What follows belongs to an exercise in optimizing a design on an open flow for small area and a short achievable clock period; a production flow would make more cautious choices.
No run shown here included a check of the RTL's function; only the layout flow was run.
No activity file was given, so power comes from the tool's default toggle rates.

$ cat flow/design.v
`default_nettype none
package exec_pkg;
    localparam int XLEN = 32;
    typedef logic [XLEN-1:0] xlen_t;
    localparam logic [6:0] OPC_OP     = 7'b0110011;
    localparam logic [6:0] OPC_OP_IMM = 7'b0010011;
    localparam logic [6:0] OPC_LUI    = 7'b0110111;
    localparam logic [6:0] OPC_AUIPC  = 7'b0010111;
    localparam logic [6:0] OPC_BRANCH = 7'b1100011;
    localparam logic [6:0] OPC_JAL    = 7'b1101111;
    localparam logic [6:0] OPC_JALR   = 7'b1100111;
endpackage
`default_nettype wire
`default_nettype none
module ex_issue (
    input  logic        clk,
    input  logic        rst_n,
    input  logic        flush,
    input  logic        in_valid,
    input  logic [6:0]  in_opcode,
    input  logic [4:0]  in_rd,
    input  logic [2:0]  in_funct3,
    input  logic [6:0]  in_funct7,
    input  logic [31:0] in_imm,
    input  logic [31:0] in_pc,
    input  logic [31:0] in_rs1_val,
    input  logic [31:0] in_rs2_val,
    output logic        iss_valid,
    output logic [31:0] iss_a,
    output logic [31:0] iss_b,
    output logic [31:0] iss_pc,
    output logic [4:0]  iss_rd,
    output logic        iss_add,
    output logic        iss_sub,
    output logic        iss_sll,
    output logic        iss_sr,
    output logic        iss_cmp,
    output logic        iss_mod,
    output logic        iss_lx,
    output logic        iss_la,
    output logic        iss_link,
    output logic        iss_br,
    output logic        iss_jump
);
    logic is_op, is_opimm, is_lui, is_auipc, is_br, is_jal, is_jalr, is_alu;
    logic cond;
    logic [2:0] f3;
    assign f3       = in_funct3;
    assign is_op    = (in_opcode == exec_pkg::OPC_OP);
    assign is_opimm = (in_opcode == exec_pkg::OPC_OP_IMM);
    assign is_lui   = (in_opcode == exec_pkg::OPC_LUI);
    assign is_auipc = (in_opcode == exec_pkg::OPC_AUIPC);
    assign is_br    = (in_opcode == exec_pkg::OPC_BRANCH);
    assign is_jal   = (in_opcode == exec_pkg::OPC_JAL);
    assign is_jalr  = (in_opcode == exec_pkg::OPC_JALR);
    assign is_alu   = is_op | is_opimm;
    branch_unit i_branch (
        .rs1    (in_rs1_val),
        .rs2    (in_rs2_val),
        .funct3 (f3),
        .cond   (cond)
    );
    always_ff @(posedge clk or negedge rst_n) begin
        if (!rst_n) begin
            iss_valid <= 1'b0;
        end else begin
            iss_valid <= in_valid && !flush;
        end
    end
    always_ff @(posedge clk) begin
        iss_a    <= (is_auipc | is_jal | is_br) ? in_pc :
                    (is_lui ? 32'd0 : in_rs1_val);
        iss_b    <= is_op ? in_rs2_val : in_imm;
        iss_pc   <= in_pc;
        iss_rd   <= in_rd;
        iss_add  <= (is_alu & (f3 == 3'b000)) | is_lui | is_auipc;
        iss_sub  <= is_alu & ((f3 == 3'b010) | (f3 == 3'b011) |
                              ((f3 == 3'b000) & is_op & in_funct7[5]));
        iss_sll  <= is_alu & (f3 == 3'b001);
        iss_sr   <= is_alu & (f3 == 3'b101);
        iss_cmp  <= is_alu & (f3[2:1] == 2'b01);
        iss_mod  <= f3[2] ? in_funct7[5] : f3[0];
        iss_lx   <= is_alu & f3[2] & !f3[0];
        iss_la   <= is_alu & f3[2] & f3[1];
        iss_link <= is_jal | is_jalr;
        iss_br   <= is_br;
        iss_jump <= (is_br & cond) | is_jal | is_jalr;
    end
endmodule
`default_nettype wire
`default_nettype none
module int_alu (
    input  logic [31:0] a,
    input  logic [31:0] b,
    input  logic [31:0] pc,
    input  logic        op_add,
    input  logic        op_sub,
    input  logic        op_sll,
    input  logic        op_sr,
    input  logic        op_cmp,
    input  logic        op_mod,
    input  logic        op_lx,
    input  logic        op_la,
    input  logic        op_link,
    input  logic        op_br,
    output logic [31:0] rd_val,
    output logic [31:0] jump_pc
);
    logic [31:0] bx;
    logic [31:0] sum;
    logic        cout;
    logic        lt;
    logic [31:0] sh_in;
    logic [31:0] sh_out;
    logic [31:0] sh_res;
    logic        fill;
    logic [31:0] link;
    assign bx          = b ^ {32{op_sub}};
    assign {cout, sum} = {1'b0, a} + {1'b0, bx} + {32'd0, op_sub};
    assign lt = op_mod ? !cout : ((a[31] ^ b[31]) ? a[31] : sum[31]);
    always_comb begin
        for (int i = 0; i < 32; i++) begin
            sh_in[i] = op_sll ? a[31-i] : a[i];
        end
    end
    assign fill   = op_mod & a[31] & !op_sll;
    assign sh_out = 32'($signed({fill, sh_in}) >>> b[4:0]);
    always_comb begin
        for (int i = 0; i < 32; i++) begin
            sh_res[i] = op_sll ? sh_out[31-i] : sh_out[i];
        end
    end
    assign link = {pc[31:2] + 30'd1, pc[1:0]};
    assign rd_val = ({32{op_add}} & sum) |
                    ({32{op_sll | op_sr}} & sh_res) |
                    {31'd0, op_cmp & lt} |
                    ({32{op_lx}} & (a ^ b)) |
                    ({32{op_la}} & (a & b)) |
                    ({32{op_link}} & link);
    assign jump_pc = ({32{op_br}} & sum) |
                     ({32{op_link}} & {sum[31:1], 1'b0});
endmodule
`default_nettype wire
`default_nettype none
module branch_unit (
    input  logic [31:0] rs1,
    input  logic [31:0] rs2,
    input  logic [2:0]  funct3,
    output logic        cond
);
    logic eq, lt, ltu;
    assign eq  = (rs1 == rs2);
    assign lt  = $signed(rs1) < $signed(rs2);
    assign ltu = rs1 < rs2;
    always_comb begin
        case (funct3)
            3'b000:  cond = eq;
            3'b001:  cond = !eq;
            3'b100:  cond = lt;
            3'b101:  cond = !lt;
            3'b110:  cond = ltu;
            3'b111:  cond = !ltu;
            default: cond = 1'b0;
        endcase
    end
endmodule
`default_nettype wire
`default_nettype none
module ex_result (
    input  logic        clk,
    input  logic        rst_n,
    input  logic        flush,
    input  logic        iss_valid,
    input  logic [4:0]  rd,
    input  logic        rd_we,
    input  logic [31:0] rd_val,
    input  logic [31:0] pc,
    input  logic        jump,
    input  logic [31:0] jump_pc,
    input  logic        illegal,
    output logic        out_valid,
    output logic [4:0]  out_rd,
    output logic        out_rd_we,
    output logic [31:0] out_rd_val,
    output logic [31:0] out_pc,
    output logic        out_jump,
    output logic [31:0] out_jump_pc,
    output logic        out_illegal
);
    always_ff @(posedge clk or negedge rst_n) begin
        if (!rst_n) begin
            out_valid <= 1'b0;
        end else begin
            out_valid <= iss_valid && !flush;
        end
    end
    always_ff @(posedge clk) begin
        out_rd      <= rd;
        out_rd_we   <= rd_we;
        out_rd_val  <= rd_val;
        out_pc      <= pc;
        out_jump    <= jump;
        out_jump_pc <= jump_pc;
        out_illegal <= illegal;
    end
endmodule
`default_nettype wire
`default_nettype none
module ex_top (
    input  logic        clk,
    input  logic        rst_n,
    input  logic        flush,
    input  logic        in_valid,
    input  logic [6:0]  in_opcode,
    input  logic [4:0]  in_rd,
    input  logic [2:0]  in_funct3,
    input  logic [6:0]  in_funct7,
    input  logic [31:0] in_imm,
    input  logic [31:0] in_pc,
    input  logic [31:0] in_rs1_val,
    input  logic [31:0] in_rs2_val,
    output logic        out_valid,
    output logic [4:0]  out_rd,
    output logic        out_rd_we,
    output logic [31:0] out_rd_val,
    output logic [31:0] out_pc,
    output logic        out_jump,
    output logic [31:0] out_jump_pc,
    output logic        out_illegal
);
    logic        iss_valid;
    logic [31:0] iss_a, iss_b, iss_pc;
    logic [4:0]  iss_rd;
    logic        iss_add, iss_sub, iss_sll, iss_sr, iss_cmp, iss_mod;
    logic        iss_lx, iss_la, iss_link, iss_br, iss_jump;
    logic [31:0] rd_val, jump_pc;
    logic        illegal, rd_we;
    ex_issue i_issue (
        .clk        (clk),
        .rst_n      (rst_n),
        .flush      (flush),
        .in_valid   (in_valid),
        .in_opcode  (in_opcode),
        .in_rd      (in_rd),
        .in_funct3  (in_funct3),
        .in_funct7  (in_funct7),
        .in_imm     (in_imm),
        .in_pc      (in_pc),
        .in_rs1_val (in_rs1_val),
        .in_rs2_val (in_rs2_val),
        .iss_valid  (iss_valid),
        .iss_a      (iss_a),
        .iss_b      (iss_b),
        .iss_pc     (iss_pc),
        .iss_rd     (iss_rd),
        .iss_add    (iss_add),
        .iss_sub    (iss_sub),
        .iss_sll    (iss_sll),
        .iss_sr     (iss_sr),
        .iss_cmp    (iss_cmp),
        .iss_mod    (iss_mod),
        .iss_lx     (iss_lx),
        .iss_la     (iss_la),
        .iss_link   (iss_link),
        .iss_br     (iss_br),
        .iss_jump   (iss_jump)
    );
    int_alu i_alu (
        .a       (iss_a),
        .b       (iss_b),
        .pc      (iss_pc),
        .op_add  (iss_add),
        .op_sub  (iss_sub),
        .op_sll  (iss_sll),
        .op_sr   (iss_sr),
        .op_cmp  (iss_cmp),
        .op_mod  (iss_mod),
        .op_lx   (iss_lx),
        .op_la   (iss_la),
        .op_link (iss_link),
        .op_br   (iss_br),
        .rd_val  (rd_val),
        .jump_pc (jump_pc)
    );
    assign illegal = !(iss_add | iss_sll | iss_sr | iss_cmp | iss_lx | iss_la |
                       iss_link | iss_br);
    assign rd_we   = !illegal && !iss_br && (iss_rd != 5'd0);
    ex_result i_result (
        .clk         (clk),
        .rst_n       (rst_n),
        .flush       (flush),
        .iss_valid   (iss_valid),
        .rd          (iss_rd),
        .rd_we       (rd_we),
        .rd_val      (rd_val),
        .pc          (iss_pc),
        .jump        (iss_jump),
        .jump_pc     (jump_pc),
        .illegal     (illegal),
        .out_valid   (out_valid),
        .out_rd      (out_rd),
        .out_rd_we   (out_rd_we),
        .out_rd_val  (out_rd_val),
        .out_pc      (out_pc),
        .out_jump    (out_jump),
        .out_jump_pc (out_jump_pc),
        .out_illegal (out_illegal)
    );
endmodule
`default_nettype wire
`default_nettype none
module ex_stage (
    input  logic        clk,
    input  logic        rst_n,
    input  logic        flush,
    input  logic        in_valid,
    input  logic [6:0]  in_opcode,
    input  logic [4:0]  in_rd,
    input  logic [2:0]  in_funct3,
    input  logic [6:0]  in_funct7,
    input  logic [31:0] in_imm,
    input  logic [31:0] in_pc,
    input  logic [31:0] in_rs1_val,
    input  logic [31:0] in_rs2_val,
    output logic        out_valid,
    output logic [4:0]  out_rd,
    output logic        out_rd_we,
    output logic [31:0] out_rd_val,
    output logic [31:0] out_pc,
    output logic        out_jump,
    output logic [31:0] out_jump_pc,
    output logic        out_illegal
);
    ex_top i_ex_top (
        .clk         (clk),
        .rst_n       (rst_n),
        .flush       (flush),
        .in_valid    (in_valid),
        .in_opcode   (in_opcode),
        .in_rd       (in_rd),
        .in_funct3   (in_funct3),
        .in_funct7   (in_funct7),
        .in_imm      (in_imm),
        .in_pc       (in_pc),
        .in_rs1_val  (in_rs1_val),
        .in_rs2_val  (in_rs2_val),
        .out_valid   (out_valid),
        .out_rd      (out_rd),
        .out_rd_we   (out_rd_we),
        .out_rd_val  (out_rd_val),
        .out_pc      (out_pc),
        .out_jump    (out_jump),
        .out_jump_pc (out_jump_pc),
        .out_illegal (out_illegal)
    );
endmodule
`default_nettype wire
$ cat flow/run.sh
#!/bin/bash
# synth_recipe.tcl (not shown) runs the flow's synth.tcl, then flattens the netlist and writes it again
# the make line also repeats each setting of config.mk as NAME=value (left out here)
make -C /OpenROAD-flow-scripts/flow DESIGN_CONFIG=/design/flow/config.mk WORK_HOME=/design/flow/orfs CLKGATE_MAP_FILE= SYNTH_SCRIPT=/design/flow/synth_recipe.tcl finish
$ cat flow/config.mk
export PLATFORM = sky130hd
export DESIGN_NAME = ex_stage
export DESIGN_NICKNAME = ex_stage
export VERILOG_FILES = /design/flow/design.v
export SDC_FILE = /design/flow/constraint.sdc
export NUM_CORES = 4
export LEC_CHECK = 0
export CAP_MARGIN = 20
export CORE_MARGIN = 2
export CORE_UTILIZATION = 40
export SLEW_MARGIN = 20
$ cat flow/constraint.sdc
create_clock -name core_clock -period 5.0 [get_ports {clk}]
set_input_delay 1.0000 -clock core_clock [delete_from_list [all_inputs] [get_ports {clk}]]
set_output_delay 1.0000 -clock core_clock [all_outputs]
set_load 0.01 [all_outputs]
==> results.cfg, run 1 <==
[status]
result_of_the_run = no timing/DRC/antenna violations

[logic_synthesis]
ys_ff_latch = 218
synth-seq-area-share_pct = 34.06
syn_nets = 1699
synth_edf_count = 0
synth_warnings = 4
yosysTopAreaCell = dfxtp_1
asyncSetResetFlopFracSynth_pct = 0.9174
synth.distinct_cells = 79
yosys.area.top_type_share_pct = 33.67
syn_area_mm2 = 0.01284
ys_dominant_reg_cell = dfxtp_1
syn_avg_cell_area_um2 = 8.868
syn-instance-count = 1448
netlist_top_cells_area = dfxtp_1 (34%), ha_1 (9.4%), nand2_1 (5.4%)

[setup_path]
crit_arrival_ns = 4.56
setup.worst_path.end_class = register
worstReg2RegStart = i_ex_top.i_issue.iss_sub$_DFF_P_
setup.worst_path.class = register to register
worst-path-max-fanout = 16
timing.rr.end = i_ex_top.i_result.out_rd_val[0]$_DFF_P_
cp.required_ns = 5.38
worstRegToRegCells = 10
worstSetupStartpointType = register
regToRegSetupSlack_ns = 0.82

[cts]
h-tree-depth = 1
cts_root_buffer = clkbuf_16
tritoncts = yes
postCtsSetupRepairBufs = 0
cts_inserted_buffers = 23
clock_insertion_delay_at_the_later_pin_of_the_skew_report_ns = 0.53
cts.hold.buffers_added = 0
cts_buffer_depth = 3
count_of_clock_tree_sinks = 218
cts_resized = 0
clk_pin_slew_ns = 0.07

[worst_hold_path]
hold_sp = i_ex_top.i_issue.iss_jump$_DFF_P_
hold_end = i_ex_top.i_result.out_jump$_DFF_P_
min_delay_path_depth = 0
min_path_type = register to register

[pwr]
total_power_uw = 4772
total_leakage_power_uw = 0.006992
vdd_ir_drop_max_mv = 0.2147
total_power_divided_by_cell_area_mw_per_mm2 = 289.2

[timing]
post-route-period-util_pct = 83.56
slew_viol_final = 0
timing.slew.headroom_pct = 30.21
fmax_mhz = 239.3
worst_clock_skew_ns = 0.01411
total_neg_setup_slack_ns = 0
rsz0062_at_grt = no
fin_ws_ns = 0.8218
hold_viol = 0
finalSetupViolations = 0
max_slew.worst_pin.slew_ns = 1.047
fin_crit_ns = 4.178

[place]
dp_worst_setup_slack_ns = 0.9428
hpwl_um = 37800
portBuffers = 252
finalWeightedCongestion = 0.9841

[routing]
wirelength_um = 47910
routed-via-count = 11920
drtAntennaViolNets = 0
wire_per_inst_um = 22.99
viasPerCell = 5.720
detailedRoute.firstIterationViolations = 1231
post-route-drc-count = 0
firstDrtPassIters = 8

[floorplanning]
die_w_um = 183.2
area_of_the_core_mm2 = 0.03156
die_h_um = 183.2
initial_core_util_pct = 40.69
rows = 65
io_pins = 259
design.die.area_mm2 = 0.03355

[finish]
diode_insertion_count_for_antenna_repair = 0
fin_nets = 1918
drive_gt1_share_pct = 8.145
areaGrowthSynthToFinish_pct = 28.52

[run]
drv_cap = 0

[global_route]
grt_pass1_vias = 11269
globalRoute.totalOverflow = 0
grt_pass1_wl_um = 70120
grt.total_usage_pct = 27.86
pin_count_of_the_biggest_net_entering_global_routing = 64
grt_antenna_before_repair = 0
==> flip-flops by register name, indices dropped and copies added (netlist names), 5 cells and up <==
register / flops
i_ex_top.i_issue.iss_a: 32
i_ex_top.i_issue.iss_b: 32
i_ex_top.i_issue.iss_pc: 32
i_ex_top.i_issue.iss_rd: 5
i_ex_top.i_result.out_jump_pc: 32
i_ex_top.i_result.out_pc: 32
i_ex_top.i_result.out_rd: 5
i_ex_top.i_result.out_rd_val: 32
==> power breakdown <==
| group | leakage, uW | internal (uW) | total [uW] | switching (uW) |
|---|---|---|---|---|
| logic | 0.00478 | 466 | 1020 | 554 |
| registers | 0.00182 | 1810 | 1920 | 108 |
| clock network | 0.000393 | 1120 | 1830 | 711 |
==> synth_stat cells (8+ instances only) <==
master,number
nor3_1,13
mux4_2,28
dfxtp_1,216
xor2_1,50
a222oi_1,26
nor2b_1,8
inv_1,52
mux2_2,33
nand3_1,69
clkbuf_1,58
buf_1,11
o211ai_1,11
mux2i_1,50
xnor2_1,38
ha_1,96
nand4_1,27
nand2_1,186
or3_1,8
and2_1,25
o21bai_1,8
o21ai_0,90
a21o_1,24
a21oi_1,65
nor2_1,92
==> layer usage <==
layer	GRT usage (%)	vias to the layer above	routed length [um]
li1	-	5712	-
met1	40.47	5508	21680
met2	40.50	617	19690
met3	6.176	83	4801
met4	9.568	0	1729
met5	0	-	0
==> how the worst max path moves through the flow <==
stage / endpoint / depth (start not counted) / slack (ns) / from
after floorplan: i_ex_top.i_result.out_rd_val[30]$_DFF_P_ / 13 / 1.54 / i_ex_top.i_issue.iss_b[4]$_DFF_P_
after global placement: i_ex_top.i_result.out_rd_val[0]$_DFF_P_ / 10 / 0.94 / i_ex_top.i_issue.iss_sub$_DFF_P_
after CTS: i_ex_top.i_result.out_rd_val[0]$_DFF_P_ / 10 / 0.93 / i_ex_top.i_issue.iss_sub$_DFF_P_
final: i_ex_top.i_result.out_rd_val[0]$_DFF_P_ / 10 / 0.82 / i_ex_top.i_issue.iss_sub$_DFF_P_
after global routing: i_ex_top.i_result.out_rd_val[0]$_DFF_P_ / 10 / 0.71 / i_ex_top.i_issue.iss_sub$_DFF_P_
after detailed placement: i_ex_top.i_result.out_rd_val[0]$_DFF_P_ / 10 / 0.94 / i_ex_top.i_issue.iss_sub$_DFF_P_
==> kinds of logic after synthesis <==
| logic type | count (synthesis) | share of synthesized area, % |
|---|---|---|
| buffers and inverters | 135 | 4.307 |
| AO/OA/AOI/OAI | 320 | 16.73 |
| AND/OR/NAND/NOR | 475 | 17.28 |
| multiplexers | 115 | 12.11 |
| adder cells (fa/ha/maj) | 97 | 9.510 |
| flip-flops | 218 | 34.06 |
| XOR/XNOR | 88 | 6.002 |
==> cell type report <==
class	count	area [um^2]
Clock inverter	13	203.9
Inverter	53	198.9
Clock buffer	27	600.6
Fill cell	2959	15050
Sequential cell	218	4377
Timing Repair Buffer	276	2703
Multi-Input combinational cell	1095	7918
Tap cell	402	503.0
==> layout by cell type (no fill, tap or decap), types with 7 or more instances in the layout <==
cell type / synthesis / final
or3_1: 8 / 8
mux4_2: 28 / 28
a21oi_1: 65 / 65
o2111ai_1: 7 / 7
nor2_1: 92 / 92
nor3_1: 13 / 13
a21o_1: 24 / 24
inv_1: 52 / 52
and2_1: 25 / 25
o211ai_1: 11 / 11
nor2b_1: 8 / 8
a211oi_1: 7 / 7
nand2_1: 186 / 185
a222oi_1: 26 / 26
a221oi_1: 7 / 7
xor2_1: 50 / 50
o21ai_0: 90 / 90
mux2i_1: 50 / 50
clkdlybuf4s50_1: 0 / 252
nand4_1: 27 / 27
o21bai_1: 8 / 8
a21boi_0: 7 / 7
and4_1: 7 / 7
nand3_1: 69 / 69
ha_1: 96 / 96
dfxtp_1: 216 / 214
buf_4: 3 / 24
mux2_2: 33 / 33
xnor2_1: 38 / 38
clkbuf_16: 0 / 23
and3_1: 7 / 7
==> critical path, cell delays in order, from the launching register on <==
cell	delay, ns
dfxtp_1	0.96
buf_4	0.41
xor2_1	0.14
ha_1	0.43
nand4_1	0.15
or3_1	0.36
o21ai_0	0.53
a21oi_1	0.22
o21ai_0	0.46
a41o_1	0.25
o2111ai_1	0.11
==> per-stage QoR <==
stage | cells | utilization [%] | cell area (um^2) | hold slack, ns
2_1_floorplan | 1448 | - | 12840 | 0.3096
3_3_place_gp | 2044 | 49.75 | 15700 | 0.3162
3_5_place_dp | 2044 | 49.75 | 15700 | 0.3193
4_1_cts | 2084 | 52.30 | 16500 | 0.3313
5_1_grt | 2084 | 52.30 | 16500 | 0.3382
6_report | 2084 | 52.30 | 16500 | 0.3317
==> run 2: changes to the inputs <==
--- a/flow/config.mk
+++ b/flow/config.mk
@@ -8,4 +8,5 @@
 export CAP_MARGIN = 20
 export CORE_MARGIN = 2
 export CORE_UTILIZATION = 40
+export SETUP_SLACK_MARGIN = 2.0
 export SLEW_MARGIN = 20
==> run 2 against run 1 <==
  * Area after synthesis is the same
  * Die area stayed put
  * Via count increased by 2.4%
  * Non-clock buffer count rose by 26
  * Flip-flop and latch count stayed put
  * Utilization grew 2.6 points
  * Sequential share of layout area decreased by 1.2 points
  * Fmax up 38%
  * Register-to-register slack better by 1.2 ns
  * Clock skew shrank 0.0055 ns
  * Synthesized cell count unchanged
  * Critical path depth grew 1
  * Critical path type unchanged
  * Highest routed layer unchanged
==> results.cfg, run 2 <==
[status]
result_of_the_run = no timing/DRC/antenna violations

[worst_hold_path]
min_path_type = register to register
hold_sp = i_ex_top.i_issue.iss_jump$_DFF_P_
hold_end = i_ex_top.i_result.out_jump$_DFF_P_
min_delay_path_depth = 0

[finish]
final.fill_count = 2885
finish.cell_count_without_fillers = 2112
mostFrequentLayoutCells = clkdlybuf4s50_1 (252), dfxtp_1 (212), nand2_1 (182), nor2_1 (91), ha_1 (85)
drive_gt1_share_pct = 14.04
seqCellArea_mm2 = 0.004387
fin_nets = 1944
area_occupied_by_multi_input_gates_mm2 = 0.008459
areaGrowthSynthToFinish_pct = 34.93
diode_insertion_count_for_antenna_repair = 0
layout_commonest_cell = clkdlybuf4s50_1

[global_route]
grt_antenna_before_repair = 0
globalRoute.totalOverflow = 0
grt.total_usage_pct = 28.12
grt_pass1_vias = 11648
pin_count_of_the_biggest_net_entering_global_routing = 49
grt_pass1_wl_um = 71250

[timing]
rsz0062_at_grt = yes
finalSetupViolations = 0
slew_viol_final = 0
max_slew.worst_pin.slew_ns = 0.9664
hold_viol = 0
post-route-period-util_pct = 60.53
fmax_mhz = 330.4
hold_ws_ns = 0.3256
timing.slew.headroom_pct = 35.34
worst_clock_skew_ns = 0.008572
total_neg_setup_slack_ns = 0
fin_crit_ns = 3.027

[logic_synthesis]
synth_edf_count = 0
synth_warnings = 4
syn_area_mm2 = 0.01284
netlist_top_cells_area = dfxtp_1 (34%), ha_1 (9.4%), nand2_1 (5.4%)
ys_ff_latch = 218
syn_nets = 1699
yosysTopAreaCell = dfxtp_1
asyncSetResetFlopFracSynth_pct = 0.9174
syn-instance-count = 1448
synth_most_common_cell = dfxtp_1
syn_avg_cell_area_um2 = 8.868
synth.distinct_cells = 79
synth-seq-area-share_pct = 34.06
synth_top_cells_by_count = dfxtp_1 (216), nand2_1 (186), ha_1 (96), nor2_1 (92), o21ai_0 (90)
ys_dominant_reg_cell = dfxtp_1
yosys.area.top_type_share_pct = 33.67

[setup_path]
regToRegSetupSlack_ns = 1.97
cp.required_ns = 5.40
setup.worst_path.class = register to register
timing.rr.end = i_ex_top.i_result.out_rd_val[30]$_DFF_P_
worstSetupStartpointType = register
setup.worst_path.end_class = register
crit_arrival_ns = 3.42
worstReg2RegStart = i_ex_top.i_issue.iss_sub$_DFF_P_
worstRegToRegCells = 11
worst-path-max-fanout = 6

[pwr]
seq_power_share_pct = 39.8
total_power_uw = 4822
vdd_ir_drop_max_mv = 0.2105
swShare_pct = 29.24
total_power_divided_by_cell_area_mw_per_mm2 = 278.3
power.internal_uw = 3412
clock_power_share_pct = 36.6
power.share.combinational_pct = 23.6
switching_power_uw = 1410
total_leakage_power_uw = 0.007191

[cts]
cts_inserted_buffers = 23
clk_pin_slew_ns = 0.06
tritoncts = yes
h-tree-depth = 1
cts_root_buffer = clkbuf_16
count_of_clock_tree_sinks = 218
clock_insertion_delay_at_the_later_pin_of_the_skew_report_ns = 0.53
cts_buffer_depth = 3

[floorplanning]
initial_core_util_pct = 40.69
area_of_the_core_mm2 = 0.03156
design.die.area_mm2 = 0.03355
io_pins = 259
die_w_um = 183.2
die_h_um = 183.2
rows = 65

[routing]
wire_per_inst_um = 22.87
firstDrtPassIters = 8
routed-via-count = 12210
wirelength_um = 48310
viasPerCell = 5.781
post-route-drc-count = 0
drtAntennaViolNets = 0
detailedRoute.firstIterationViolations = 1163

[place]
finalWeightedCongestion = 0.9956
hpwl_um = 37840
place_inst = 2043
portBuffers = 252

[run]
drv_cap = 0
-- run 2: changes by cell type in the layout (fill, tap and decap cells not counted), moves of 8 or more --
cell     before  now
xor2_1       50   39
ha_4          0    8
o21ai_0      90   76
buf_4        24   40
ha_1         96   85
-- run 2: what timing repair did --
item | in CTS | in global routing
pin swaps | 8 | 28
gates cloned | 0 | 0
endpoints found under the setup margin | 56 | 60
gates resized for setup | 55 | 75
hold buffers | 0 | 0
buffers inserted | 13 | 14
-- run 2: final cells by class --
class	count	share of cell area, %
sequential	218	25.32
timing repair buffer	302	17.26
tap	402	2.903
clock inverter	10	0.8016
multi-input combinational	1095	48.82
clock buffer	32	3.748
inverter	53	1.148
-- run 2: critical path, cell delays in order (launching register included) --
cell	delay (ns)
dfxtp_4	0.41
buf_4	0.17
xor2_1	0.16
ha_1	0.34
nand3_2	0.08
o211ai_1	0.39
a311oi_4	0.20
or3_1	0.36
o211a_4	0.19
o41a_1	0.35
a21oi_1	0.14
o211ai_1	0.10
-- run 2: how the worst max path moves through the flow --
stage / from / to
6_report: i_ex_top.i_issue.iss_sub$_DFF_P_ / i_ex_top.i_result.out_rd_val[30]$_DFF_P_
5_1_grt: i_ex_top.i_issue.iss_sub$_DFF_P_ / i_ex_top.i_result.out_rd_val[27]$_DFF_P_
4_1_cts: i_ex_top.i_issue.iss_sub$_DFF_P_ / i_ex_top.i_result.out_rd_val[27]$_DFF_P_
3_5_place_dp: i_ex_top.i_issue.iss_sub$_DFF_P_ / i_ex_top.i_result.out_rd_val[0]$_DFF_P_
3_3_place_gp: i_ex_top.i_issue.iss_sub$_DFF_P_ / i_ex_top.i_result.out_rd_val[0]$_DFF_P_
2_1_floorplan: i_ex_top.i_issue.iss_b[4]$_DFF_P_ / i_ex_top.i_result.out_rd_val[30]$_DFF_P_
-- run 2: cells by family (layout without fill, tap and decap cells) --
| logic type | count (synthesis) | count (layout) | share of synthesized area (%) |
|---|---|---|---|
| simple gates | 475 | 475 | 17.28 |
| compound gates | 320 | 320 | 16.73 |
| flops | 218 | 218 | 34.06 |
| buf+inv | 135 | 397 | 4.307 |
| mux | 115 | 115 | 12.11 |
| fa+ha+maj | 97 | 97 | 9.510 |
| xor+xnor | 88 | 88 | 6.002 |
-- run 2: power groups by stage --
stage,Combinational (uW),Clock [uW],Sequential (uW)
floorplan,597,0,1910
global placement,993,0,1950
detailed placement,1000,0,1950
CTS,1050,1800,1910
global route,1230,1880,1920
finish,1140,1760,1920
-- run 2: layer usage --
layer	GRT usage, %	routed length [um]	vias up
li1	-	-	5763
met1	39.93	21360	5726
met2	42.02	20420	633
met3	6.136	4883	88
met4	9.792	1645	0
met5	0	0	-
-- run 2: stage by stage --
stage	cell area, um^2	setup slack, ns	util, %
2_1_floorplan	12870	2.001	-
3_3_place_gp	15690	0.9305	49.73
3_5_place_dp	15690	0.8987	49.73
4_1_cts	16870	1.938	53.46
5_1_grt	17330	1.889	54.91
6_report	17330	1.973	54.91
==> run 3: changes to the inputs <==
--- a/flow/config.mk
+++ b/flow/config.mk
@@ -5,6 +5,7 @@
 export SDC_FILE = /design/flow/constraint.sdc
 export NUM_CORES = 4
 export LEC_CHECK = 0
+export ABC_AREA = 1
 export CAP_MARGIN = 20
 export CORE_MARGIN = 2
 export CORE_UTILIZATION = 40
==> run 3 against run 2 <==
  * Still clean on timing, DRC and antenna
  * Fmax is 7.6% higher
  * Final cell count grew 24%
  * Count of clock-buffer cells in the layout down 5
  * Cell area shrank 1.2%
  * Total power is 2.5% higher
  * Non-clock buffer count shrank 33
  * Sequential share of layout area rose by 0.26 points
  * Worst setup slack improved by 0.21 ns
  * First-iteration DRC count increased by 23%
  * Wire length increased by 12%
  * Clock power increased by 13%
  * Critical path type unchanged
  * Critical endpoint is now i_ex_top.i_result.out_rd_val[29]$_DFF_P_
==> results.cfg, run 3 <==
[run]
drv_cap = 0

[pwr]
vdd_ir_drop_max_mv = 0.3139
total_power_divided_by_cell_area_mw_per_mm2 = 288.6
total_leakage_power_uw = 0.007958

[finish]
mostFrequentLayoutCells = nand2_1 (441), nand3_1 (352), clkdlybuf4s50_1 (252), dfxtp_1 (213), inv_1 (198)
fin_nets = 2418
final_util_pct = 52.50
diode_insertion_count_for_antenna_repair = 0
final.fill_count = 3229
drive_gt1_share_pct = 4.945
layout_commonest_cell = nand2_1
design_area_mm2 = 0.01712
areaGrowthSynthToFinish_pct = 29.16

[timing]
rsz0062_at_grt = no
hold_viol = 0
max_slew.worst_pin.slew_ns = 1.028
worst_clock_skew_ns = 0.03005
slew_viol_final = 0
timing.slew.headroom_pct = 31.40
post-route-period-util_pct = 56.24
total_neg_setup_slack_ns = 0
fin_crit_ns = 2.812
finalSetupViolations = 0
fmax_mhz = 355.6

[global_route]
pin_count_of_the_biggest_net_entering_global_routing = 69
grt_pass1_vias = 13166
grt_pass1_wl_um = 80040
globalRoute.totalOverflow = 0
grt.total_usage_pct = 30.93
grt_antenna_before_repair = 2

[cts]
cts_root_buffer = clkbuf_16
count_of_clock_tree_sinks = 218
h-tree-depth = 1
cts_inserted_buffers = 24
clock_insertion_delay_at_the_later_pin_of_the_skew_report_ns = 0.55
tritoncts = yes
cts.hold.buffers_added = 0
clk_pin_slew_ns = 0.06
cts_buffer_depth = 3
postCtsSetupRepairBufs = 0

[routing]
wirelength_um = 53880
detailedRoute.firstIterationViolations = 1429
routed-via-count = 14164
firstDrtPassIters = 5
wire_per_inst_um = 20.52
drtAntennaViolNets = 0
viasPerCell = 5.394
post-route-drc-count = 0

[worst_hold_path]
hold_sp = i_ex_top.i_issue.iss_rd[2]$_DFF_P_
min_path_type = register to register
hold_end = i_ex_top.i_result.out_rd[2]$_DFF_P_
min_delay_path_depth = 0

[place]
finalWeightedCongestion = 0.9312
hpwl_um = 44290
detailed_place.area_mm2 = 0.01616
portBuffers = 252

[logic_synthesis]
syn_area_mm2 = 0.01326
yosysTopAreaCell = dfxtp_1
ys_ff_latch = 218
netlist_top_cells_area = dfxtp_1 (33%), nand3_1 (13%), nand2_1 (13%)
asyncSetResetFlopFracSynth_pct = 0.9174
synth.distinct_cells = 48
synth-seq-area-share_pct = 32.99
ys_dominant_reg_cell = dfxtp_1
syn-instance-count = 1953
synth_top_cells_by_count = nand2_1 (442), nand3_1 (352), dfxtp_1 (216), inv_1 (198), nor2_1 (131)
syn_nets = 2204
synth_most_common_cell = nand2_1
syn_avg_cell_area_um2 = 6.788
yosys.area.top_type_share_pct = 32.62
synth_edf_count = 0
synth_warnings = 4

[setup_path]
setup.worst_path.end_class = register
timing.rr.end = i_ex_top.i_result.out_rd_val[29]$_DFF_P_
crit_arrival_ns = 3.21
regToRegSetupSlack_ns = 2.19
worstReg2RegStart = i_ex_top.i_issue.iss_sub$_DFF_P_
worstRegToRegCells = 11
worst-path-max-fanout = 17
worstSetupStartpointType = register
cp.required_ns = 5.40
setup.worst_path.class = register to register

[floorplanning]
io_pins = 259
design.die.area_mm2 = 0.03462
initial_core_util_pct = 40.64
rows = 66
die_w_um = 186.1
area_of_the_core_mm2 = 0.03262
die_h_um = 186.1

[status]
result_of_the_run = no timing/DRC/antenna violations
## run 3: cell count changes after synthesis, moves of 29 or more
cell | before | now
inv_1 | 52 | 198
mux2i_1 | 50 | 0
xnor2_1 | 38 | 9
nand2_1 | 186 | 442
mux2_2 | 33 | 0
nand3_1 | 69 | 352
nor2_1 | 92 | 131
## run 3: report_power, final
part           switching, uW  leakage [uW]  internal [uW]
sequential              95.1       0.00182           1810
combinational            625       0.00570            417
clock                    755      0.000439           1240
## run 3: critical path: stages, from the launching register on
cell	delay [ns]
dfxtp_4	0.52
buf_6	0.27
xor2_1	0.25
ha_1	0.32
a21oi_1	0.22
o21ai_0	0.17
a21oi_1	0.37
nor2_1	0.08
nor2_1	0.13
nand3_1	0.11
nand3_1	0.10
nand4_1	0.09
## run 3: worst max path at each step
| stage | start | endpoint | slack [ns] | cells after the start |
|---|---|---|---|---|
| finish | i_ex_top.i_issue.iss_sub$_DFF_P_ | i_ex_top.i_result.out_rd_val[29]$_DFF_P_ | 2.19 | 11 |
| global route | in_rs2_val[31] | i_ex_top.i_issue.iss_jump$_DFF_P_ | 2.00 | 14 |
| global placement | in_rs2_val[31] | i_ex_top.i_issue.iss_jump$_DFF_P_ | 1.43 | 14 |
| detailed placement | in_rs2_val[31] | i_ex_top.i_issue.iss_jump$_DFF_P_ | 1.40 | 14 |
| CTS | i_ex_top.i_issue.iss_sub$_DFF_P_ | i_ex_top.i_result.out_rd_val[30]$_DFF_P_ | 2.00 | 10 |
| floorplan | i_ex_top.i_issue.iss_sub$_DFF_P_ | i_ex_top.i_result.out_rd_val[20]$_DFF_P_ | 2.30 | 15 |
## run 3: metrics by stage
step,std cells,hold slack [ns],power [uW],setup slack (ns)
floorplan,1953,0.3096,2502,2.300
global placement,2583,0.3368,2954,1.429
detailed placement,2583,0.3382,2958,1.400
CTS,2626,0.3508,4947,2.002
global route,2626,0.3586,5163,2.001
finish,2626,0.3514,4942,2.188
## run 3: metal layers
layer  GRT usage (%)  part of all wire, %  wire length [um]
met5               0                0.030                16
met4           11.02                  3.8              2038
met3           3.072                  6.0              3258
met2           48.22                   43             23430
met1           44.19                   47             25130
## run 3: repair_timing
action	in CTS	in global routing
resized for setup	3	13
gates cloned	0	0
setup endpoints to repair	40	26
## run 3: area by class of cell
| class | count | area, um^2 | area share (%) |
|---|---|---|---|
| Sequential cell | 218 | 4380 | 25.58 |
| Clock buffer | 27 | 631.9 | 3.690 |
| Timing Repair Buffer | 269 | 2670 | 15.59 |
| Inverter | 205 | 772.0 | 4.508 |
| Tap cell | 442 | 553.0 | 3.230 |
| Clock inverter | 16 | 281.5 | 1.644 |
| Multi-Input combinational cell | 1449 | 7835 | 45.75 |
## run 3: cell families (layout without fill, tap and decap cells)
family,count (synthesis),in the layout,synth area share (%)
adder cells (fa/ha/maj),97,97,9.211
XOR/XNOR,50,50,3.303
buffers and inverters,286,517,8.201
AO/OA/AOI/OAI,267,267,11.59
AND/OR/NAND/NOR,1035,1035,34.70
flip-flops,218,218,32.99
==> run 4: changes to the inputs <==
==> flow/flow/run.sh (new file) <==
#!/bin/bash
# Standard synthesis and layout; the only change is that the port buffers
# are plain buf_1 cells instead of the resizer's default pick.
set -euo pipefail
bash standard.sh synth > synth.log 2>&1
BUFFER_PORTS_ARGS="-buffer_cell sky130_fd_sc_hd__buf_1" bash standard.sh finish > layout.log 2>&1
==> flow/standard.sh (new file) <==
#!/bin/bash
# synth_recipe.tcl (not shown) runs the flow's synth.tcl, then flattens the netlist and writes it again
# the make line also repeats each setting of config.mk as NAME=value (left out here)
make -C /OpenROAD-flow-scripts/flow DESIGN_CONFIG=/design/flow/config.mk WORK_HOME=/design/flow/orfs CLKGATE_MAP_FILE= SYNTH_SCRIPT=/design/flow/synth_recipe.tcl "${@:-finish}"
removed: flow/run.sh
==> run 4 against run 3 <==
  * Still clean
  * Via count decreased by 0.14%
  * Utilization fell by 4.9 points
  * Non-clock buffer count up 3
  * Total power fell by 5.3%
  * Final cell count about the same
  * Combinational power shrank 9.5%
  * Critical path depth increased by 1
  * Count of clock-buffer cells in the layout up 1
  * Synthesized cell count is the same
  * Hold slack got worse by 0.12 ns
  * Critical path type unchanged
==> results.cfg, run 4 <==
[timing]
slew_viol_final = 0
total_neg_setup_slack_ns = 0
fmax_mhz = 351.6
timing.slew.headroom_pct = 36.78
fin_crit_ns = 2.844
hold_viol = 0
max_slew.worst_pin.slew_ns = 0.9472
fin_ws_ns = 2.156
rsz0062_at_grt = yes
post-route-period-util_pct = 56.88
worst_clock_skew_ns = 0.01859
finalSetupViolations = 0

[finish]
mostFrequentLayoutCells = nand2_1 (441), nand3_1 (352), buf_1 (252), dfxtp_1 (213), inv_1 (198)
layout_commonest_cell = nand2_1
diode_insertion_count_for_antenna_repair = 0
seqCellArea_mm2 = 0.004383
drive_gt1_share_pct = 5.080
area_occupied_by_multi_input_gates_mm2 = 0.007835
final.fill_count = 3452
areaGrowthSynthToFinish_pct = 17.02
fin_nets = 2420

[routing]
wirelength_um = 52690
routed-via-count = 14144
post-route-drc-count = 0
firstDrtPassIters = 8
wire_per_inst_um = 20.06
viasPerCell = 5.384
drtAntennaViolNets = 0
detailedRoute.firstIterationViolations = 1472

[logic_synthesis]
synth_edf_count = 0
synth.distinct_cells = 48
syn-instance-count = 1953
syn_nets = 2204
asyncSetResetFlopFracSynth_pct = 0.9174
synth_warnings = 4
ys_dominant_reg_cell = dfxtp_1
ys_ff_latch = 218
yosysTopAreaCell = dfxtp_1
syn_area_mm2 = 0.01326
synth_most_common_cell = nand2_1
synth_top_cells_by_count = nand2_1 (442), nand3_1 (352), dfxtp_1 (216), inv_1 (198), nor2_1 (131)
syn_avg_cell_area_um2 = 6.788
synth-seq-area-share_pct = 32.99
netlist_top_cells_area = dfxtp_1 (33%), nand3_1 (13%), nand2_1 (13%)
yosys.area.top_type_share_pct = 32.62

[cts]
cts_inserted_buffers = 23
cts_buffer_depth = 3
tritoncts = yes
clk_pin_slew_ns = 0.08
cts_root_buffer = clkbuf_16
clock_insertion_delay_at_the_later_pin_of_the_skew_report_ns = 0.53
cts.hold.buffers_added = 0
h-tree-depth = 1
count_of_clock_tree_sinks = 218

[place]
dp_worst_setup_slack_ns = 1.564
finalWeightedCongestion = 0.9797
portBuffers = 252
hpwl_um = 42570

[floorplanning]
io_pins = 259
die_h_um = 186.1
rows = 66
die_w_um = 186.1
design.die.area_mm2 = 0.03462
area_of_the_core_mm2 = 0.03262
initial_core_util_pct = 40.64

[global_route]
pin_count_of_the_biggest_net_entering_global_routing = 70
grt_pass1_wl_um = 76640
grt_antenna_before_repair = 1
grt_pass1_vias = 12925
globalRoute.totalOverflow = 0
grt.total_usage_pct = 29.69

[pwr]
total_power_uw = 4679
total_leakage_power_uw = 0.007279
vdd_ir_drop_max_mv = 0.2498
total_power_divided_by_cell_area_mw_per_mm2 = 301.6

[setup_path]
setup.worst_path.end_class = register
setup.worst_path.class = register to register
worstRegToRegCells = 12
cp.required_ns = 5.40
crit_arrival_ns = 3.25
worstSetupStartpointType = register
worst-path-max-fanout = 16

[status]
result_of_the_run = no timing/DRC/antenna violations

[run]
drv_cap = 0

[worst_hold_path]
min_path_type = input pin to async pin
-- run 4: cell count changes in the layout (fill, tap and decap cells not counted), moves of 2 or more --
| cell | delta |
|---|---|
| clkdlybuf4s50_1 | -252 |
| clkinvlp_4 | +2 |
| buf_1 | +252 |
| a21oi_1 | +2 |
| a21oi_2 | -2 |
| clkbuf_8 | +2 |
| bufinv_16 | -2 |
-- run 4: cell families after synthesis --
family | count (synthesis) | share of synthesized area (%)
simple gates | 1035 | 34.70
fa+ha+maj | 97 | 9.211
flops | 218 | 32.99
buf+inv | 286 | 8.201
xor+xnor | 50 | 3.303
compound gates | 267 | 11.59
-- run 4: power breakdown --
group | internal, uW | switching (uW) | leakage, uW
clock | 1110 | 724 | 0.000395
sequential | 1810 | 87.5 | 0.00182
combinational | 315 | 626 | 0.00506
-- run 4: layout make-up --
class | instances | share of cell area, %
sequential | 218 | 28.25
clock inverter | 13 | 1.186
timing repair buffer | 272 | 7.388
tap | 442 | 3.565
multi-input combinational | 1449 | 50.50
inverter | 205 | 5.017
clock buffer | 28 | 4.089
-- run 4: repair_timing --
| item | 4_1_cts | 5_1_grt |
|---|---|---|
| hold endpoints to repair | 0 | 0 |
| gates cloned | 0 | 1 |
| resized for setup | 4 | 14 |
| pin swaps | 0 | 1 |
| buffers inserted | 0 | 2 |
| setup endpoints to repair | 42 | 32 |
-- run 4: layer usage --
metal	global-route usage (%)	vias up	wire length [um]
met5	0	-	13
met4	12.09	2	2228
met3	3.189	92	3565
met2	44.82	654	22050
met1	42.88	6446	24840
li1	-	6950	-
-- run 4: path summary, 6_finish.rpt --
path | startpoint | endpoint | slack, ns
max | i_ex_top.i_issue.iss_sub$_DFF_P_ | i_ex_top.i_result.out_rd_val[15]$_DFF_P_ | 2.16
min | rst_n | i_ex_top.i_result.out_valid$_DFF_PN0_ | 0.23
max reg2reg | i_ex_top.i_issue.iss_sub$_DFF_P_ | i_ex_top.i_result.out_rd_val[15]$_DFF_P_ | 2.16
min reg2reg | i_ex_top.i_issue.iss_jump$_DFF_P_ | i_ex_top.i_result.out_jump$_DFF_P_ | 0.32
max in group asynchronous | rst_n | i_ex_top.i_issue.iss_valid$_DFF_PN0_ | 4.62
min in group core_clock | i_ex_top.i_issue.iss_jump$_DFF_P_ | i_ex_top.i_result.out_jump$_DFF_P_ | 0.32
-- run 4: metrics by stage --
| step | util (%) | hold WS, ns | std cells | instance area [um^2] |
|---|---|---|---|---|
| after floorplan | - | 0.3096 | 1953 | 13260 |
| after global placement | 44.70 | 0.3187 | 2583 | 14580 |
| after detailed placement | 44.70 | 0.3193 | 2583 | 14580 |
| after CTS | 47.24 | 0.2196 | 2624 | 15410 |
| after global routing | 47.56 | 0.2298 | 2627 | 15510 |
| final | 47.56 | 0.2319 | 2627 | 15510 |
-- run 4: critical path: stages (launching register included) --
cell and delay [ns]:
dfxtp_4 0.51, xor2_1 0.17, ha_1 0.31, a21oi_1 0.30
o21ai_0 0.23, nand2_1 0.11, nand2_1 0.07, inv_1 0.06
nand2_1 0.09, xnor2_1 0.38, o21ai_0 0.13, nor2_1 0.22
nand3_1 0.11
==> run 5: changes to the inputs <==
--- a/flow/design.v
+++ b/flow/design.v
@@ -45,6 +45,8 @@
     logic is_op, is_opimm, is_lui, is_auipc, is_br, is_jal, is_jalr, is_alu;
     logic cond;
     logic [2:0] f3;
+    logic sel_pc, sel_rev, sel_rs1;
+    logic [31:0] rs1_rev;
     assign f3       = in_funct3;
     assign is_op    = (in_opcode == exec_pkg::OPC_OP);
     assign is_opimm = (in_opcode == exec_pkg::OPC_OP_IMM);
@@ -54,6 +56,14 @@
     assign is_jal   = (in_opcode == exec_pkg::OPC_JAL);
     assign is_jalr  = (in_opcode == exec_pkg::OPC_JALR);
     assign is_alu   = is_op | is_opimm;
+    assign sel_pc  = is_auipc | is_jal | is_br;
+    assign sel_rev = is_alu & (f3 == 3'b001);
+    assign sel_rs1 = (is_alu & (f3 != 3'b001)) | is_jalr;
+    always_comb begin
+        for (int i = 0; i < 32; i++) begin
+            rs1_rev[i] = in_rs1_val[31-i];
+        end
+    end
     branch_unit i_branch (
         .rs1    (in_rs1_val),
         .rs2    (in_rs2_val),
@@ -68,8 +78,9 @@
         end
     end
     always_ff @(posedge clk) begin
-        iss_a    <= (is_auipc | is_jal | is_br) ? in_pc :
-                    (is_lui ? 32'd0 : in_rs1_val);
+        iss_a    <= sel_pc  ? in_pc :
+                    sel_rev ? rs1_rev :
+                    sel_rs1 ? in_rs1_val : 32'd0;
         iss_b    <= is_op ? in_rs2_val : in_imm;
         iss_pc   <= in_pc;
         iss_rd   <= in_rd;
@@ -79,7 +90,7 @@
         iss_sll  <= is_alu & (f3 == 3'b001);
         iss_sr   <= is_alu & (f3 == 3'b101);
         iss_cmp  <= is_alu & (f3[2:1] == 2'b01);
-        iss_mod  <= f3[2] ? in_funct7[5] : f3[0];
+        iss_mod  <= f3[2] ? in_funct7[5] : (f3[1] & f3[0]);
         iss_lx   <= is_alu & f3[2] & !f3[0];
         iss_la   <= is_alu & f3[2] & f3[1];
         iss_link <= is_jal | is_jalr;
@@ -110,29 +121,34 @@
     logic [31:0] sum;
     logic        cout;
     logic        lt;
-    logic [31:0] sh_in;
     logic [31:0] sh_out;
-    logic [31:0] sh_res;
+    logic [31:0] sh_rev;
     logic        fill;
     logic [31:0] link;
-    assign bx          = b ^ {32{op_sub}};
-    assign {cout, sum} = {1'b0, a} + {1'b0, bx} + {32'd0, op_sub};
+    assign bx = b ^ {32{op_sub}};
+    add32 i_add (
+        .a    (a),
+        .b    (bx),
+        .cin  (op_sub),
+        .s    (sum),
+        .cout (cout)
+    );
     assign lt = op_mod ? !cout : ((a[31] ^ b[31]) ? a[31] : sum[31]);
+    assign fill   = op_mod & a[31];
+    assign sh_out = 32'($signed({fill, a}) >>> b[4:0]);
     always_comb begin
         for (int i = 0; i < 32; i++) begin
-            sh_in[i] = op_sll ? a[31-i] : a[i];
-        end
-    end
-    assign fill   = op_mod & a[31] & !op_sll;
-    assign sh_out = 32'($signed({fill, sh_in}) >>> b[4:0]);
-    always_comb begin
-        for (int i = 0; i < 32; i++) begin
-            sh_res[i] = op_sll ? sh_out[31-i] : sh_out[i];
+            sh_rev[i] = sh_out[31-i];
         end
     end
-    assign link = {pc[31:2] + 30'd1, pc[1:0]};
+    inc30 i_inc (
+        .a (pc[31:2]),
+        .s (link[31:2])
+    );
+    assign link[1:0] = pc[1:0];
     assign rd_val = ({32{op_add}} & sum) |
-                    ({32{op_sll | op_sr}} & sh_res) |
+                    ({32{op_sr}} & sh_out) |
+                    ({32{op_sll}} & sh_rev) |
                     {31'd0, op_cmp & lt} |
                     ({32{op_lx}} & (a ^ b)) |
                     ({32{op_la}} & (a & b)) |
@@ -140,6 +156,55 @@
     assign jump_pc = ({32{op_br}} & sum) |
                      ({32{op_link}} & {sum[31:1], 1'b0});
 endmodule
+module add32 (
+    input  logic [31:0] a,
+    input  logic [31:0] b,
+    input  logic        cin,
+    output logic [31:0] s,
+    output logic        cout
+);
+    logic [31:0] p0;
+    logic [31:0] c;    
+    always_comb begin
+        logic [31:0] g, p;
+        g = a & b;
+        p = a ^ b;
+        p0 = p;
+        g[0] = g[0] | (p[0] & cin);
+        for (int l = 1; l < 32; l = l * 2) begin
+            for (int i = 2 * l - 1; i < 32; i += 2 * l) begin
+                g[i] = g[i] | (p[i] & g[i-l]);
+                p[i] = p[i] & p[i-l];
+            end
+        end
+        for (int l = 8; l >= 1; l = l / 2) begin
+            for (int i = 3 * l - 1; i < 32; i += 2 * l) begin
+                g[i] = g[i] | (p[i] & g[i-l]);
+                p[i] = p[i] & p[i-l];
+            end
+        end
+        c = g;
+    end
+    assign s    = p0 ^ {c[30:0], cin};
+    assign cout = c[31];
+endmodule
+module inc30 (
+    input  logic [29:0] a,
+    output logic [29:0] s
+);
+    logic [29:0] t;    
+    always_comb begin
+        t = a;
+        for (int l = 1; l < 30; l = l * 2) begin
+            for (int i = 29; i >= l; i--) begin
+                if ((i / l) % 2 == 1) begin
+                    t[i] = t[i] & t[(i / l) * l - 1];
+                end
+            end
+        end
+    end
+    assign s = a ^ {t[28:0], 1'b1};
+endmodule
 `default_nettype wire
 `default_nettype none
 module branch_unit (
@@ -148,10 +213,35 @@
     input  logic [2:0]  funct3,
     output logic        cond
 );
-    logic eq, lt, ltu;
-    assign eq  = (rs1 == rs2);
-    assign lt  = $signed(rs1) < $signed(rs2);
-    assign ltu = rs1 < rs2;
+    logic [30:0] gt_b;    
+    logic [30:0] lt_b;    
+    logic        lt_lo;   
+    logic        eq_lo;
+    logic        sd;      
+    logic        eq, lt, ltu;
+    assign gt_b = rs1[30:0] & ~rs2[30:0];
+    assign lt_b = ~rs1[30:0] & rs2[30:0];
+    always_comb begin
+        logic [31:0] l, e;
+        for (int i = 0; i < 31; i++) begin
+            l[i] = lt_b[i];
+            e[i] = !(gt_b[i] | lt_b[i]);
+        end
+        l[31] = 1'b0;
+        e[31] = 1'b1;
+        for (int w = 1; w < 32; w = w * 2) begin
+            for (int i = 0; i < 32; i += 2 * w) begin
+                l[i] = l[i + w] | (e[i + w] & l[i]);
+                e[i] = e[i + w] & e[i];
+            end
+        end
+        lt_lo = l[0];
+        eq_lo = e[0];
+    end
+    assign sd  = rs1[31] ^ rs2[31];
+    assign eq  = eq_lo & !sd;
+    assign ltu = sd ? rs2[31] : lt_lo;
+    assign lt  = sd ? rs1[31] : lt_lo;
     always_comb begin
         case (funct3)
             3'b000:  cond = eq;
--- a/flow/config.mk
+++ b/flow/config.mk
@@ -9,5 +9,5 @@
 export CAP_MARGIN = 20
 export CORE_MARGIN = 2
 export CORE_UTILIZATION = 40
-export SETUP_SLACK_MARGIN = 2.0
+export SETUP_SLACK_MARGIN = 2.5
 export SLEW_MARGIN = 20
==> run 5 against run 4 <==
  * Still clean
  * Critical path depth is 4 higher
  * Final cell count is 14% lower
  * Wire length is 19% lower
  * Flip-flop and latch count stayed put
  * Clock skew is 0.0051 ns higher
  * Fmax is 15% lower
  * Utilization is 3.2 points higher
  * Clock power is 5% lower
  * Critical endpoint is now i_ex_top.i_result.out_rd_val[22]$_DFF_P_
==> results.cfg, run 5 <==
[logic_synthesis]
synth.distinct_cells = 55
syn-instance-count = 1577
netlist_top_cells_area = dfxtp_1 (36%), nand2_1 (13%), ha_1 (10%)
ys_dominant_reg_cell = dfxtp_1
synth_edf_count = 0
syn_avg_cell_area_um2 = 7.630
synth_most_common_cell = nand2_1
synth_warnings = 6
synth_top_cells_by_count = nand2_1 (430), dfxtp_1 (216), nand3_1 (137), inv_1 (132), ha_1 (98)
yosysTopAreaCell = dfxtp_1
synth-seq-area-share_pct = 36.35
syn_area_mm2 = 0.01203
ys_ff_latch = 218
yosys.area.top_type_share_pct = 35.94
syn_nets = 1845
asyncSetResetFlopFracSynth_pct = 0.9174

[timing]
hold_ws_ns = 0.2545
slew_viol_final = 0
max_slew.worst_pin.slew_ns = 1.009
finalSetupViolations = 0
post-route-period-util_pct = 67.24
worst_clock_skew_ns = 0.02364
timing.slew.headroom_pct = 32.64
hold_viol = 0
fin_crit_ns = 3.362
fmax_mhz = 297.4
rsz0062_at_grt = yes
total_neg_setup_slack_ns = 0

[setup_path]
worstReg2RegStart = i_ex_top.i_issue.iss_sub$_DFF_P_
crit_arrival_ns = 3.82
cp.required_ns = 5.46
worstSetupStartpointType = register
crit_path_start = i_ex_top.i_issue.iss_sub$_DFF_P_
worst-path-max-fanout = 16
worstRegToRegCells = 16
setup.worst_path.end_class = register
setup.worst_path.class = register to register

[place]
finalWeightedCongestion = 0.9320
portBuffers = 252
hpwl_um = 33470
detailed_place.area_mm2 = 0.01340

[worst_hold_path]
min_path_type = input pin to async pin

[finish]
area_occupied_by_multi_input_gates_mm2 = 0.007340
final.fill_count = 2977
final_util_pct = 50.75
layout_commonest_cell = nand2_1
seqCellArea_mm2 = 0.004382
diode_insertion_count_for_antenna_repair = 0
mostFrequentLayoutCells = nand2_1 (420), buf_1 (252), dfxtp_1 (214), nand3_1 (135), inv_1 (121)
fin_nets = 2113
areaGrowthSynthToFinish_pct = 25.01
drive_gt1_share_pct = 13.38
design_area_mm2 = 0.01504

[floorplanning]
area_of_the_core_mm2 = 0.02964
rows = 63
initial_core_util_pct = 40.60
die_w_um = 177.4
design.die.area_mm2 = 0.03149
die_h_um = 177.4
io_pins = 259

[cts]
h-tree-depth = 1
cts_buffer_depth = 3
cts.hold.buffers_added = 0
clk_pin_slew_ns = 0.06
clock_insertion_delay_at_the_later_pin_of_the_skew_report_ns = 0.54
count_of_clock_tree_sinks = 218
cts_inserted_buffers = 23
cts_root_buffer = clkbuf_16
tritoncts = yes

[pwr]
total_leakage_power_uw = 0.006727
clock_power_share_pct = 41.7
vdd_ir_drop_max_mv = 0.2894
total_power_divided_by_cell_area_mw_per_mm2 = 279.5
total_power_uw = 4204
switching_power_uw = 1123
swShare_pct = 26.71
seq_power_share_pct = 44.3
power.share.combinational_pct = 14.1
power.internal_uw = 3081

[routing]
detailedRoute.firstIterationViolations = 885
drtAntennaViolNets = 0
post-route-drc-count = 0
routed-via-count = 11783
wire_per_inst_um = 18.95
viasPerCell = 5.235
wirelength_um = 42650
firstDrtPassIters = 5

[global_route]
grt_pass1_wl_um = 62690
globalRoute.totalOverflow = 0
grt_antenna_before_repair = 1
grt_pass1_vias = 10864
pin_count_of_the_biggest_net_entering_global_routing = 40
grt.total_usage_pct = 26.29

[status]
result_of_the_run = no timing/DRC/antenna violations

[run]
drv_cap = 0
==> run 5: cell types whose count changed in the layout (fill, tap and decap cells not counted), sizes merged, moves of 15 or more <==
cell,change
buf,+46
nand3,-215
o211ai,+18
inv,-71
nor2,-53
o221ai,+30
fa,+15
o21ai,-38
a21oi,-24
==> run 5: worst paths after layout <==
path	end	slack, ns
min reg2reg	i_ex_top.i_result.out_jump$_DFF_P_	0.32
max	i_ex_top.i_result.out_rd_val[22]$_DFF_P_	1.64
max reg2reg	i_ex_top.i_result.out_rd_val[22]$_DFF_P_	1.64
min	i_ex_top.i_result.out_valid$_DFF_PN0_	0.25
min in group core_clock	i_ex_top.i_result.out_jump$_DFF_P_	0.32
max in group asynchronous	i_ex_top.i_issue.iss_valid$_DFF_PN0_	4.63
==> run 5: per-stage QoR <==
stage          worst slack (ns)  std cells
2_1_floorplan             1.933       1577
3_3_place_gp              1.078       2160
3_5_place_dp              1.059       2160
4_1_cts                   1.736       2233
5_1_grt                   1.568       2251
6_report                  1.638       2251
==> run 5: area by class of cell <==
| type | instances | share of cell area, % |
|---|---|---|
| inverter | 137 | 3.469 |
| multi-input combinational | 1145 | 48.79 |
| sequential | 218 | 29.13 |
| clock buffer | 32 | 4.317 |
| timing repair buffer | 317 | 10.06 |
| timing repair inverter | 3 | 0.1497 |
| clock inverter | 9 | 0.8401 |
| tap | 390 | 3.244 |
==> run 5: routing by layer <==
metal,GRT usage [%],up-vias,wire (um)
met5,0,-,0
met4,7.343,0,1121
met3,4.927,60,3393
met2,39.18,440,18220
met1,38.51,5477,19920
li1,-,5806,-
==> run 5: critical path: stages, from the launching register on <==
cell and delay (ns):
dfxtp_4 0.38, buf_12 0.17, xor2_1 0.17, ha_1 0.38
a21o_1 0.21, nand3_1 0.07, nand2_1 0.06, a21oi_2 0.16
nand2_4 0.10, buf_4 0.14, nand2_2 0.05, nand3_2 0.09
a21oi_2 0.18, fa_2 0.49, o211ai_1 0.40, a31oi_1 0.08
nand3_1 0.11
==> run 5: cell families after synthesis <==
kind of cell | share of synthesized area, %
AND/OR/NAND/NOR | 25.69
buffers and inverters | 7.403
flip-flops | 36.35
multiplexers | 0.3328
XOR/XNOR | 3.494
adder cells (fa/ha/maj) | 12.85
AO/OA/AOI/OAI | 13.87
==> run 5: repair_timing <==
item,4_1_cts,5_1_grt
resized for setup,63,48
pin swaps,44,44
setup endpoints to repair,58,59
hold endpoints to repair,0,0
gates cloned,2,2
setup buffers,30,16
==> run 5: power by group through the flow <==
stage	Combinational, uW	Sequential [uW]	Clock, uW
CTS	552	1860	1780
global placement	507	1900	0
floorplan	328	1880	0
finish	591	1860	1750
global route	651	1870	1860
detailed placement	514	1900	0
==> run 6: changes to the inputs <==
--- a/flow/config.mk
+++ b/flow/config.mk
@@ -5,7 +5,6 @@
 export SDC_FILE = /design/flow/constraint.sdc
 export NUM_CORES = 4
 export LEC_CHECK = 0
-export ABC_AREA = 1
 export CAP_MARGIN = 20
 export CORE_MARGIN = 2
 export CORE_UTILIZATION = 40
==> run 6 against run 5 <==
  * Fmax down 9.0%
  * Flip-flop and latch count stayed put
  * Area after synthesis up 0.86%
  * Critical path type unchanged
  * Critical endpoint is now i_ex_top.i_result.out_rd_val[16]$_DFF_P_
  * Largest cell class unchanged
  * Largest power group unchanged
==> results.cfg, run 6 <==
[status]
result_of_the_run = no timing/DRC/antenna violations

[logic_synthesis]
syn_nets = 1477
syn_avg_cell_area_um2 = 10.04
synth_warnings = 6
synth_edf_count = 0
synth_top_cells_by_count = dfxtp_1 (216), ha_1 (98), inv_1 (92), nand2_1 (78), nor2_1 (55)
synth_most_common_cell = dfxtp_1
syn_area_mm2 = 0.01214
asyncSetResetFlopFracSynth_pct = 0.9174
synth-seq-area-share_pct = 36.04
syn-instance-count = 1209
yosysTopAreaCell = dfxtp_1
ys_dominant_reg_cell = dfxtp_1
yosys.area.top_type_share_pct = 35.63
netlist_top_cells_area = dfxtp_1 (36%), ha_1 (10%), mux4_2 (5.8%)
ys_ff_latch = 218
synth.distinct_cells = 73

[timing]
rsz0062_at_grt = yes
hold_viol = 0
timing.slew.headroom_pct = 44.43
slew_viol_final = 0
worst_clock_skew_ns = 0.01158
max_slew.worst_pin.slew_ns = 0.8326
fmax_mhz = 270.5
fin_crit_ns = 3.696
total_neg_setup_slack_ns = 0
post-route-period-util_pct = 73.93
finalSetupViolations = 0

[place]
place_inst = 1801
detailed_place.area_mm2 = 0.01355
portBuffers = 252
finalWeightedCongestion = 0.9719
hpwl_um = 31970

[setup_path]
setup.worst_path.class = register to register
timing.rr.end = i_ex_top.i_result.out_rd_val[16]$_DFF_P_
cp.required_ns = 5.39
regToRegSetupSlack_ns = 1.30
worstReg2RegStart = i_ex_top.i_issue.iss_sub$_DFF_P_
worstSetupStartpointType = register
worstRegToRegCells = 13
crit_arrival_ns = 4.08
worst-path-max-fanout = 8
setup.worst_path.end_class = register

[pwr]
vdd_ir_drop_max_mv = 0.1683
total_leakage_power_uw = 0.006521
total_power_divided_by_cell_area_mw_per_mm2 = 277.5

[global_route]
grt_antenna_before_repair = 0
grt_pass1_vias = 10216
globalRoute.totalOverflow = 0
pin_count_of_the_biggest_net_entering_global_routing = 51
grt_pass1_wl_um = 61230
grt.total_usage_pct = 25.46

[cts]
count_of_clock_tree_sinks = 218
tritoncts = yes
cts.hold.buffers_added = 0
clock_insertion_delay_at_the_later_pin_of_the_skew_report_ns = 0.51
cts_buffer_depth = 3
cts_inserted_buffers = 22
cts_root_buffer = clkbuf_16
clk_pin_slew_ns = 0.06
h-tree-depth = 1

[finish]
diode_insertion_count_for_antenna_repair = 0
final.fill_count = 2827
layout_commonest_cell = buf_1
fin_nets = 1734
finish.cell_count_without_fillers = 1870
drive_gt1_share_pct = 17.57
design_area_mm2 = 0.01518
mostFrequentLayoutCells = buf_1 (234), dfxtp_1 (213), inv_1 (92), ha_1 (91), nand2_1 (74)
areaGrowthSynthToFinish_pct = 25.10

[floorplanning]
io_pins = 259
design.die.area_mm2 = 0.03175
initial_core_util_pct = 40.73
die_w_um = 178.2
area_of_the_core_mm2 = 0.02980
rows = 63
die_h_um = 178.2

[routing]
drtAntennaViolNets = 0
routed-via-count = 10862
wire_per_inst_um = 22.10
post-route-drc-count = 0
detailedRoute.firstIterationViolations = 1262
firstDrtPassIters = 9
viasPerCell = 5.809
wirelength_um = 41330

[worst_hold_path]
min_path_type = input pin to async pin

[run]
drv_cap = 0
## run 6: cells by family (layout without fill, tap and decap cells)
logic type / Yosys count / in the layout / synth area share, %
fa+ha+maj: 114 / 114 / 12.74
buf+inv: 162 / 433 / 5.258
flops: 218 / 218 / 36.04
compound gates: 280 / 280 / 17.40
mux: 108 / 108 / 12.91
simple gates: 255 / 255 / 10.45
xor+xnor: 72 / 72 / 5.196
## run 6: area by class of cell
type	count	area (um^2)	share of cell area, %
clock buffer	28	624.3	4.112
timing repair buffer	302	1423	9.370
inverter	93	351.6	2.316
sequential	218	4380	28.85
clock inverter	10	181.4	1.195
tap	390	488.0	3.214
multi-input combinational	829	7735	50.94
## run 6: layer usage
| metal | vias up | track usage, % | share of wire [%] |
|---|---|---|---|
| met5 | - | 0 | 0 |
| met4 | 0 | 6.606 | 2.8 |
| met3 | 54 | 4.007 | 9.6 |
| met2 | 589 | 39.10 | 44 |
| met1 | 5225 | 37.18 | 44 |
| li1 | 4994 | - | - |
## run 6: critical path: stages (launching register included)
cell      delay [ns]
dfxtp_4         0.41
mux2_4          0.30
fa_2            0.38
a21o_1          0.19
nand4_1         0.12
a21oi_2         0.11
o21bai_2        0.20
or4b_4          0.49
and2_4          0.16
fa_2            0.42
a222oi_1        0.37
o21ai_1         0.12
nor3_1          0.21
o211ai_1        0.11
## run 6: worst max-delay path by stage
stage | startpoint | cells after the start | end
after detailed placement | i_ex_top.i_issue.iss_sub$_DFF_P_ | 16 | i_ex_top.i_result.out_rd_val[0]$_DFF_P_
after global placement | i_ex_top.i_issue.iss_sub$_DFF_P_ | 14 | i_ex_top.i_result.out_rd_val[23]$_DFF_P_
after global routing | i_ex_top.i_issue.iss_sub$_DFF_P_ | 16 | i_ex_top.i_result.out_rd_val[0]$_DFF_P_
after CTS | i_ex_top.i_issue.iss_sub$_DFF_P_ | 13 | i_ex_top.i_result.out_rd_val[16]$_DFF_P_
after floorplan | i_ex_top.i_issue.iss_b[0]$_DFF_P_ | 16 | i_ex_top.i_result.out_rd_val[16]$_DFF_P_
final | i_ex_top.i_issue.iss_sub$_DFF_P_ | 13 | i_ex_top.i_result.out_rd_val[16]$_DFF_P_
## run 6: report_power, final
group	switching (uW)	total [uW]	internal, uW
registers	60.1	1860	1800
logic	310	538	229
clock network	680	1820	1140
total	1050	4210	3160
## run 6: timing repair
action                                  4_1_cts  5_1_grt
gates resized for setup                      73       48
endpoints found under the setup margin       62       80
pin swaps                                    34       29
gates cloned                                  0        1
setup buffers                                20       10
## run 6: stage by stage
step,util [%],total power (uW),setup slack (ns),hold slack (ns)
after floorplan,-,2169,1.221,0.3096
after global routing,50.96,4367,1.172,0.2601
final,50.96,4213,1.304,0.2632
after global placement,45.48,2354,1.028,0.3163
after detailed placement,45.48,2359,0.9452,0.3188
after CTS,49.75,4203,1.401,0.2480

[afterwards: timing with drivers on the ports]
No port has a modelled driver above. Below, the same layouts with a new extraction and two added sets of constraints.
Step 1, drivers: a clkbuf_16 drives clk and a buf_2 each remaining input, both assumed.
Step 2 also shifts input and output timing later by t, the mid clock arrival at the registers, as if the neighbouring blocks saw the same clock.
Slacks: ideal / step 1 / step 2; pairs: ideal / step 1.
run | t (ns) | slack for setup (ns) | worst register clock-pin slew, ns
run 1 | 0.574 | 0.822 / 0.822 / 0.822 | 0.07 / 0.07
run 2 | 0.574 | 1.973 / 1.973 / 1.568 | 0.06 / 0.06
run 3 | 0.585 | 2.188 / 2.188 / 1.668 | 0.07 / 0.07
run 4 | 0.575 | 2.156 / 2.156 / 1.802 | 0.08 / 0.08
run 5 | 0.575 | 1.638 / 1.638 / 1.638 | 0.06 / 0.06
run 6 | 0.561 | 1.304 / 1.304 / 1.304 | 0.07 / 0.07
After both steps every run listed still meets setup and hold. The setup slack of run 3, which loses most, moves by 0.000 ns with the drivers and by -0.520 ns with both steps.
